Source: an optimization exercise on an open RTL-to-GDS flow (aim: a short achievable clock period and few clock cycles). Production flows keep margins and buffers that such runs may drop.
In this exercise RTL edits were held to simulation tests only and were not proved equivalent to the original.
Power figures rest on the tool's default switching activity, not on a simulated workload.

## run 1
// midi_note_slot_allocator
module midi_note_slot_allocator #(
    parameter int NUM_SLOTS = nsa_pkg::NUM_SLOTS_DEF
) (
    input  logic        clk,
    input  logic        rst_n,
    input  logic        s_tvalid,
    output logic        s_tready,
    input  logic [63:0] s_tdata,
    input  logic [1:0]  s_tuser,
    output logic        m_tvalid,
    input  logic        m_tready,
    output logic [63:0] m_tdata,
    output logic [0:0]  m_tuser,
    output logic        m_tlast,
    input  logic        cfg_we,
    input  logic [1:0]  cfg_wdata
);
clock: 7.5 ns
lec_check: 0
abc_clock_period_in_ps: 2000
cap_margin: 35
core_margin: 2
core_utilization: 60
cts_cluster_diameter: 80
cts_cluster_size: 24
gpl_timing_driven: 1
setup_slack_margin: 4.9
slew_margin: 35
tns_end_percent: 50
run.sh (not shown) runs the stock make flow with config.mk's settings and CLKGATE_MAP_FILE= SYNTH_SCRIPT=/design/flow/synth_recipe.tcl, a recipe that flattens the netlist after the stock synthesis.
Both conditions hold for run 1: the flow ran to the end and the final layout passed the timing, DRC and antenna checks.
Testbench counts of run 1, summed over its fixed seeds: cycles 12,670.
Input-level comparison between run 2 and run 1:
# run 1
export LEC_CHECK = 0
export ABC_CLOCK_PERIOD_IN_PS = 2000
export CAP_MARGIN = 35
export CORE_MARGIN = 2
export CORE_UTILIZATION = 60
export CTS_CLUSTER_DIAMETER = 80
export CTS_CLUSTER_SIZE = 24
export GPL_TIMING_DRIVEN = 1
export SETUP_SLACK_MARGIN = 4.9
export SLEW_MARGIN = 35
export TNS_END_PERCENT = 50
create_clock -name core_clock -period 7.5 [get_ports {clk}]
# run 2
export LEC_CHECK = 0
export ABC_CLOCK_PERIOD_IN_PS = 2000
export CAP_MARGIN = 35
export CORE_MARGIN = 2
export CORE_UTILIZATION = 60
export GPL_TIMING_DRIVEN = 1
export PLACE_DENSITY = 0.65
export SETUP_SLACK_MARGIN = 4.9
export SLEW_MARGIN = 35
export TNS_END_PERCENT = 50
create_clock -name core_clock -period 7.5 [get_ports {clk}]
Higher share of layout cells above drive strength 1 goes to run 2 over run 1. Looking at clock-buffer cell count, run 2 sits about 80% higher than run 1 does. Taking run 1 over run 2, the non-clock buffer count ratio works out to 0.905. Taking run 1 as the reference, in run 2 detailed route wirelength on metal3 -1.3%, sequential share of cell area -2.0 points, worst path arrival time +2.20 ns, cell area +3.9%, timing-limited maximum frequency -about 2%.
--- input diff run 2..run 3 ---
# run 2
export LEC_CHECK = 0
export ABC_CLOCK_PERIOD_IN_PS = 2000
export CAP_MARGIN = 35
export CORE_MARGIN = 2
export CORE_UTILIZATION = 60
export GPL_TIMING_DRIVEN = 1
export PLACE_DENSITY = 0.65
export SETUP_SLACK_MARGIN = 4.9
export SLEW_MARGIN = 35
export TNS_END_PERCENT = 50
create_clock -name core_clock -period 7.5 [get_ports {clk}]
# run 3
export LEC_CHECK = 0
export ABC_CLOCK_PERIOD_IN_PS = 2000
export CAP_MARGIN = 35
export CORE_MARGIN = 2
export CORE_UTILIZATION = 55
export GPL_TIMING_DRIVEN = 1
export SETUP_SLACK_MARGIN = 4.8
export SLEW_MARGIN = 35
export TNS_END_PERCENT = 50
create_clock -name core_clock -period 7.5 [get_ports {clk}]
Notes after the runs:
- Per the final summary, run 3 finished and its layout is clean on timing, DRC and antenna.
- Run 3 and run 2 ended up with nearly the same net switching power.
- Summary of run 3 over run 2: minimum clock period fell by 0.035 ns, wire length of the first global-routing pass rose by about 3%, depth of the worst register-to-register path fell by 2.
- Taking run 2 as the reference, in run 3 total routed wirelength rose 6600 µm, total power now larger, largest net degree at the start of global routing lost 74.
What run 4 does differently from run 3 at the input level:
# run 3
export LEC_CHECK = 0
export ABC_CLOCK_PERIOD_IN_PS = 2000
export CAP_MARGIN = 35
export CORE_MARGIN = 2
export CORE_UTILIZATION = 55
export GPL_TIMING_DRIVEN = 1
export SETUP_SLACK_MARGIN = 4.8
export SLEW_MARGIN = 35
export TNS_END_PERCENT = 50
create_clock -name core_clock -period 7.5 [get_ports {clk}]
# run 4
export LEC_CHECK = 0
export ABC_CLOCK_PERIOD_IN_PS = 2000
export CAP_MARGIN = 35
export CORE_MARGIN = 2
export CORE_UTILIZATION = 55
export CTS_CLUSTER_DIAMETER = 80
export CTS_CLUSTER_SIZE = 24
export GPL_TIMING_DRIVEN = 1
export SETUP_SLACK_MARGIN = 4.8
export SLEW_MARGIN = 35
export TNS_END_PERCENT = 50
create_clock -name core_clock -period 7.5 [get_ports {clk}]
==> comparison <==
Compared with run 3, run 4 shows antenna diode count lower by 2. Average vias per placed instance of run 3 is on par with run 4. Looking at routed wire length, run 4 sits below run 3.

==> re-timing with driven ports <==
Ports are ideal in the flow. The routed layouts listed here were re-timed in OpenROAD. Step 1 assumes that a clkbuf_16 drives the clock port and a buf_2 every other input. Step 2 adds t to the input delays and takes it off the output delays; t is the mean of the earliest and latest rising clock arrival at the registers after step 1. Input paths then give back, and output paths get back, about the clock's delay inside the block. Three values: ideal ports, drivers, drivers and shift; two values: the first two.
| run | shift t [ns] | slack for setup (ns) | clock arrival spread, ns | slew at the worst register clock pin (ns) | worst slew at a driven data input, ns |
|---|---|---|---|---|---|
| run 1 | 0.927 | 4.562 / 4.468 / 4.063 | 0.034 / 0.034 | 0.10 / 0.10 | 0.08 |
| run 2 | 1.003 | 4.503 / 4.410 / 4.027 | 0.043 / 0.043 | 0.07 / 0.07 | 0.08 |
| run 3 | 0.984 | 4.538 / 4.448 / 3.911 | 0.058 / 0.058 | 0.07 / 0.07 | 0.06 |
| run 4 | 0.947 | 4.532 / 4.441 / 3.900 | 0.045 / 0.045 | 0.10 / 0.10 | 0.05 |
After both steps every run listed still meets setup and hold. For run 4, which loses most, drivers alone change the setup slack by -0.091 ns; drivers and shift together by -0.632 ns.
